From an optimization exercise on the open Yosys and OpenROAD flow, aimed at small area, a short achievable clock period and few clock cycles per item; shortcuts taken in it are not production practice.

==> wip/umber <==
Design unsigned_decimal_to_ascii, start of the top module:
module unsigned_decimal_to_ascii #(
    parameter int VALUE_WIDTH = udta_pkg::VALUE_WIDTH_DEF,
    parameter int MAX_DIGITS  = udta_pkg::MAX_DIGITS_DEF
) (
    input  logic                          clk,
    input  logic                          rst_n,
    input  logic                          value_valid,
    output logic                          value_stall,
    input  logic [VALUE_WIDTH-1:0]        value,
    output logic                          digit_valid,
    input  logic                          digit_stall,
    output logic [udta_pkg::CHAR_W-1:0]   digit_char,
    output logic                          last_digit
);
clock: 5.5 ns
lec_check: 0
cap_margin: 20
core_margin: 2
core_utilization: 40
slew_margin: 20
run.sh (not shown) runs the stock make flow with config.mk's settings and CLKGATE_MAP_FILE= SYNTH_SCRIPT=/design/flow/synth_recipe.tcl, a recipe that flattens the netlist after the stock synthesis.
==> wip/amber: changes against wip/umber <==
--- a/flow/design.v
+++ b/flow/design.v
@@ -18,25 +18,25 @@
     localparam int W = udta_pkg::CONV_W;
     localparam int V = udta_pkg::VALUE_WIDTH_DEF;
     localparam int N = udta_pkg::NIBBLES;
     function automatic logic [3:0] dab(input logic [3:0] d, input logic e);
         logic a;
         a = e & (d[3] | (d[2] & (d[1] | d[0])));
-        dab[3] = d[3] | a;
-        dab[2] = a ? (d[3] & d[0]) : d[2];
-        dab[1] = a ? ((d[2] & d[1] & d[0]) | (d[3] & ~d[0])) : d[1];
+        dab[3] = d[3] | (e & d[2] & (d[1] | d[0]));
+        dab[2] = d[2] ? !(e & (d[1] | d[0])) : (e & d[3] & d[0]);
+        dab[1] = d[1] ? (!(e & d[2]) | d[0]) : (e & d[3] & !d[0]);
         dab[0] = d[0] ^ a;
     endfunction
     always_comb
     begin
         out_r = in_r;
         for (int j = 0; j < udta_pkg::STEP_BITS; j++)
         begin
             for (int p = (4 - j) % 4; p + 3 < W; p += 4)
             begin
-                if ((V - j - p) / 4 < N)
+                if ((V - j - p) / 4 < N && p + 4 < W)
                 begin
                     out_r[p +: 4] = dab(out_r[p +: 4],
                                         en[((V - j - p) / 4 < 0) ? 0 : (V - j - p) / 4]);
                 end
             end
         end
@@ -47,35 +47,41 @@
     parameter int MAX_DIGITS = udta_pkg::MAX_DIGITS_DEF
 ) (
     input  logic                                    clk,
     input  logic                                    rst_n,
     input  logic                                    in_valid,
     input  logic [MAX_DIGITS*udta_pkg::DIGIT_W-1:0] in_bcd,
+    input  logic                                    in_single,
     output logic                                    ready,
+    output logic                                    ready_next,
     output logic                                    digit_valid,
     input  logic                                    digit_stall,
     output logic [udta_pkg::CHAR_W-1:0]             digit_char,
     output logic                                    last_digit
 );
     localparam int DW    = udta_pkg::DIGIT_W;
     localparam int BCD_W = MAX_DIGITS * DW;
     localparam int IDX_W = $clog2(MAX_DIGITS);
     logic                em_valid;
     logic                em_first;
+    logic                em_lastnext;
     logic [BCD_W-1:0]    em_bcd;
     logic [IDX_W-1:0]    em_idx;
     logic [IDX_W-1:0]    lead;
     logic [IDX_W-1:0]    sel;
     logic [DW-1:0]       cur_digit;
     logic                cur_last;
     logic                push;
     logic                o_valid;
     logic [DW:0]         o_data;
     logic                s_valid;
     logic [DW:0]         s_data;
     logic                o_en;
+    logic                em_valid_d;
+    logic                em_lastnext_d;
+    logic                s_valid_d;
     always_comb
     begin
         lead = '0;
         for (int d = 0; d < MAX_DIGITS; d++)
         begin
             if (em_bcd[d*DW +: DW] != '0)
@@ -83,43 +89,52 @@
                 lead = IDX_W'(d);
             end
         end
     end
     assign sel       = em_first ? lead : em_idx;
     assign cur_digit = em_bcd[sel*DW +: DW];
-    assign cur_last  = (sel == '0);
+    assign cur_last  = em_lastnext;
     assign push  = em_valid && !s_valid;
-    assign ready = !em_valid || (push && cur_last);
+    assign ready = !em_valid || (!s_valid && em_lastnext);
     always_ff @(posedge clk or negedge rst_n)
     begin
         if (!rst_n)
         begin
             em_valid <= 1'b0;
         end
-        else if (ready)
-        begin
-            em_valid <= in_valid;
+        else
+        begin
+            em_valid <= em_valid_d;
         end
     end
     always_ff @(posedge clk)
     begin
         if (ready && in_valid)
         begin
-            em_bcd   <= in_bcd;
-            em_first <= 1'b1;
+            em_bcd      <= in_bcd;
+            em_first    <= 1'b1;
         end
         else if (push)
         begin
-            em_first <= 1'b0;
-        end
+            em_first    <= 1'b0;
+        end
+        em_lastnext <= em_lastnext_d;
         if (push)
         begin
             em_idx <= sel - 1'b1;
         end
     end
     assign o_en = !o_valid || !digit_stall;
+    always_comb
+    begin
+        em_valid_d    = ready ? in_valid : em_valid;
+        em_lastnext_d = (ready && in_valid) ? in_single
+                      : push ? (sel == IDX_W'(1)) : em_lastnext;
+        s_valid_d     = s_valid ? !o_en : (push && !o_en);
+    end
+    assign ready_next = !em_valid_d || (!s_valid_d && em_lastnext_d);
     always_ff @(posedge clk or negedge rst_n)
     begin
         if (!rst_n)
         begin
             o_valid <= 1'b0;
             s_valid <= 1'b0;
@@ -127,13 +142,13 @@
         else
         begin
             if (o_en)
             begin
                 o_valid <= s_valid || push;
             end
-            s_valid <= s_valid ? !o_en : (push && !o_en);
+            s_valid <= s_valid_d;
         end
     end
     always_ff @(posedge clk)
     begin
         if (o_en)
         begin
@@ -163,22 +178,29 @@
     output logic [udta_pkg::CHAR_W-1:0]   digit_char,
     output logic                          last_digit
 );
     localparam int W = udta_pkg::CONV_W;
     localparam int N = udta_pkg::NIBBLES;
     logic          r_valid;
+    logic          r_single;
+    logic          r_last;
     logic [W-1:0]  r_q;
     logic [N-1:0]  e_q;
     logic [W-1:0]  r_step;
     logic [W-1:0]  r_load;
     logic [N-1:0]  e_load;
     logic [N-1:0]  zabove;
     logic          r_finish;
     logic          em_ready;
     logic          handoff;
     logic          take;
+    logic          r_free;
+    logic          r_free_q;
+    logic          r_valid_d;
+    logic          r_last_d;
+    logic          em_ready_next;
     always_comb
     begin
         r_load = W'(value);
         for (int q = 0; q < N; q++)
         begin
             zabove[q] = (q == N - 1) ? 1'b1 : (value >> (4 * q + 4)) == '0;
@@ -199,33 +221,41 @@
     end
     udta_dabble_stage u_step (
         .in_r  (r_q),
         .en    (e_q),
         .out_r (r_step)
     );
-    assign r_finish    = r_valid && (e_q[N-1] || !e_q[0]);
+    assign r_finish    = r_valid && r_last;
     assign handoff     = r_finish && em_ready;
-    assign value_stall = r_valid && !handoff;
-    assign take        = value_valid && !value_stall;
+    assign r_free      = !r_valid || handoff;
+    assign value_stall = !r_free_q;
+    assign take        = value_valid && r_free_q;
+    assign r_valid_d = take || (r_valid && !handoff);
+    assign r_last_d  = r_free_q ? (e_load[N-1] || !e_load[0])
+                                : (!e_q[0] || e_q[N-1] || e_q[N-2]);
     always_ff @(posedge clk or negedge rst_n)
     begin
         if (!rst_n)
         begin
-            r_valid <= 1'b0;
-        end
-        else
-        begin
-            r_valid <= take || (r_valid && !handoff);
+            r_valid  <= 1'b0;
+            r_free_q <= 1'b1;
+        end
+        else
+        begin
+            r_valid  <= r_valid_d;
+            r_free_q <= !r_valid_d || (r_last_d && em_ready_next);
         end
     end
     always_ff @(posedge clk)
     begin
-        if (take)
-        begin
-            r_q <= r_load;
-            e_q <= e_load;
+        r_last <= r_last_d;
+        if (r_free_q)
+        begin
+            r_q      <= r_load;
+            e_q      <= e_load;
+            r_single <= (value < VALUE_WIDTH'(10));
         end
         else
         begin
             r_q <= r_step;
             e_q <= (e_q[0] && !e_q[N-1]) ? {e_q[N-2:0], 1'b1} : '0;
         end
@@ -234,13 +264,15 @@
         .MAX_DIGITS (MAX_DIGITS)
     ) u_emit (
         .clk         (clk),
         .rst_n       (rst_n),
         .in_valid    (handoff),
         .in_bcd      (r_step),
+        .in_single   (r_single),
         .ready       (em_ready),
+        .ready_next  (em_ready_next),
         .digit_valid (digit_valid),
         .digit_stall (digit_stall),
         .digit_char  (digit_char),
         .last_digit  (last_digit)
     );
 endmodule
Settings changed: ABC_AREA from default to 1, SETUP_SLACK_MARGIN from default to 3.2.
==> wip/garnet: changes against wip/umber <==
--- a/flow/design.v
+++ b/flow/design.v
@@ -18,25 +18,25 @@
     localparam int W = udta_pkg::CONV_W;
     localparam int V = udta_pkg::VALUE_WIDTH_DEF;
     localparam int N = udta_pkg::NIBBLES;
     function automatic logic [3:0] dab(input logic [3:0] d, input logic e);
         logic a;
         a = e & (d[3] | (d[2] & (d[1] | d[0])));
-        dab[3] = d[3] | a;
-        dab[2] = a ? (d[3] & d[0]) : d[2];
-        dab[1] = a ? ((d[2] & d[1] & d[0]) | (d[3] & ~d[0])) : d[1];
+        dab[3] = d[3] | (e & d[2] & (d[1] | d[0]));
+        dab[2] = d[2] ? !(e & (d[1] | d[0])) : (e & d[3] & d[0]);
+        dab[1] = d[1] ? (!(e & d[2]) | d[0]) : (e & d[3] & !d[0]);
         dab[0] = d[0] ^ a;
     endfunction
     always_comb
     begin
         out_r = in_r;
         for (int j = 0; j < udta_pkg::STEP_BITS; j++)
         begin
             for (int p = (4 - j) % 4; p + 3 < W; p += 4)
             begin
-                if ((V - j - p) / 4 < N)
+                if ((V - j - p) / 4 < N && p + 4 < W)
                 begin
                     out_r[p +: 4] = dab(out_r[p +: 4],
                                         en[((V - j - p) / 4 < 0) ? 0 : (V - j - p) / 4]);
                 end
             end
         end
@@ -47,23 +47,25 @@
     parameter int MAX_DIGITS = udta_pkg::MAX_DIGITS_DEF
 ) (
     input  logic                                    clk,
     input  logic                                    rst_n,
     input  logic                                    in_valid,
     input  logic [MAX_DIGITS*udta_pkg::DIGIT_W-1:0] in_bcd,
+    input  logic                                    in_single,
     output logic                                    ready,
     output logic                                    digit_valid,
     input  logic                                    digit_stall,
     output logic [udta_pkg::CHAR_W-1:0]             digit_char,
     output logic                                    last_digit
 );
     localparam int DW    = udta_pkg::DIGIT_W;
     localparam int BCD_W = MAX_DIGITS * DW;
     localparam int IDX_W = $clog2(MAX_DIGITS);
     logic                em_valid;
     logic                em_first;
+    logic                em_lastnext;
     logic [BCD_W-1:0]    em_bcd;
     logic [IDX_W-1:0]    em_idx;
     logic [IDX_W-1:0]    lead;
     logic [IDX_W-1:0]    sel;
     logic [DW-1:0]       cur_digit;
     logic                cur_last;
@@ -83,15 +85,15 @@
                 lead = IDX_W'(d);
             end
         end
     end
     assign sel       = em_first ? lead : em_idx;
     assign cur_digit = em_bcd[sel*DW +: DW];
-    assign cur_last  = (sel == '0);
+    assign cur_last  = em_lastnext;
     assign push  = em_valid && !s_valid;
-    assign ready = !em_valid || (push && cur_last);
+    assign ready = !em_valid || (!s_valid && em_lastnext);
     always_ff @(posedge clk or negedge rst_n)
     begin
         if (!rst_n)
         begin
             em_valid <= 1'b0;
         end
@@ -101,18 +103,20 @@
         end
     end
     always_ff @(posedge clk)
     begin
         if (ready && in_valid)
         begin
-            em_bcd   <= in_bcd;
-            em_first <= 1'b1;
+            em_bcd      <= in_bcd;
+            em_first    <= 1'b1;
+            em_lastnext <= in_single;
         end
         else if (push)
         begin
-            em_first <= 1'b0;
+            em_first    <= 1'b0;
+            em_lastnext <= (sel == IDX_W'(1));
         end
         if (push)
         begin
             em_idx <= sel - 1'b1;
         end
     end
@@ -163,12 +167,13 @@
     output logic [udta_pkg::CHAR_W-1:0]   digit_char,
     output logic                          last_digit
 );
     localparam int W = udta_pkg::CONV_W;
     localparam int N = udta_pkg::NIBBLES;
     logic          r_valid;
+    logic          r_single;
     logic [W-1:0]  r_q;
     logic [N-1:0]  e_q;
     logic [W-1:0]  r_step;
     logic [W-1:0]  r_load;
     logic [N-1:0]  e_load;
     logic [N-1:0]  zabove;
@@ -218,14 +223,15 @@
         end
     end
     always_ff @(posedge clk)
     begin
         if (take)
         begin
-            r_q <= r_load;
-            e_q <= e_load;
+            r_q      <= r_load;
+            e_q      <= e_load;
+            r_single <= (value < VALUE_WIDTH'(10));
         end
         else
         begin
             r_q <= r_step;
             e_q <= (e_q[0] && !e_q[N-1]) ? {e_q[N-2:0], 1'b1} : '0;
         end
@@ -234,12 +240,13 @@
         .MAX_DIGITS (MAX_DIGITS)
     ) u_emit (
         .clk         (clk),
         .rst_n       (rst_n),
         .in_valid    (handoff),
         .in_bcd      (r_step),
+        .in_single   (r_single),
         .ready       (em_ready),
         .digit_valid (digit_valid),
         .digit_stall (digit_stall),
         .digit_char  (digit_char),
         .last_digit  (last_digit)
     );
Settings changed: ABC_AREA from default to 1, SETUP_SLACK_MARGIN from default to 2.8.
==> impl_metrics.json <==
{
  "synth_seq_cells": 108,
  "final_cells": 1464,
  "layout.comb_gates.multi_input": 828,
  "ff2ff_setup_slack_ns": 3.28,
  "cellLeakagePower_nw": 4.72,
  "cp.depth": 14,
  "die_area_sq_mm": 0.0195,
  "status": "no timing/DRC/antenna violations",
  "post_cts_buffers": 16
}
# the run above: wip/amber

==> impl_metrics.json <==
{
  "fp-row-count": 49,
  "die_area_sq_mm": 0.0197,
  "post_cts_buffers": 10,
  "cellLeakagePower_nw": 4.27,
  "final_cells": 1398,
  "synth_seq_cells": 106,
  "cp.depth": 9,
  "ff2ff_setup_slack_ns": 2.98,
  "layout.comb_gates.multi_input": 831,
  "status": "no timing/DRC/antenna violations"
}
# the run above: wip/garnet

==> impl_metrics.json <==
{
  "synth_seq_cells": 106,
  "status": "no timing/DRC/antenna violations",
  "grt_usage_pct": 19.2,
  "cp.depth": 10,
  "die_area_sq_mm": 0.0229,
  "ff2ff_setup_slack_ns": 1.55,
  "final_cells": 1338,
  "cellLeakagePower_nw": 3.50,
  "post_cts_buffers": 0,
  "layout.comb_gates.multi_input": 837
}
# the run above: wip/umber

No run of this note included a check of the RTL's function; only the layout flow was run.

-- separate check: timing with driven ports --
In the flow no input, the clock included, has a driving cell. The finished layouts below were timed again as built, in two steps.
Step 1 assumes that a clkbuf_16 drives the clock port and a buf_2 every other input.
Step 2 adds t to the input delays and takes it off the output delays; t is the mean of the earliest and latest rising clock arrival at the registers after step 1. Input paths then give back, and output paths get back, about the clock's delay inside the block.
Slacks: ideal ports / drivers / drivers and shift; pairs: ideal ports / drivers.
run | t, ns | slack for setup (ns) | latest minus earliest clock arrival (ns) | slew at the worst register clock pin (ns)
wip/umber | 0.394 | 1.196 / 1.154 / 1.139 | 0.013 / 0.013 | 0.08 / 0.08
wip/amber | 0.396 | 3.179 / 3.144 / 2.784 | 0.012 / 0.012 | 0.08 / 0.08
wip/garnet | 0.395 | 2.891 / 2.847 / 2.519 | 0.008 / 0.008 | 0.07 / 0.07
After both steps setup and hold are still met in every run listed. The setup slack of wip/amber, which loses most, moves by -0.035 ns with the drivers and by -0.395 ns with both steps.
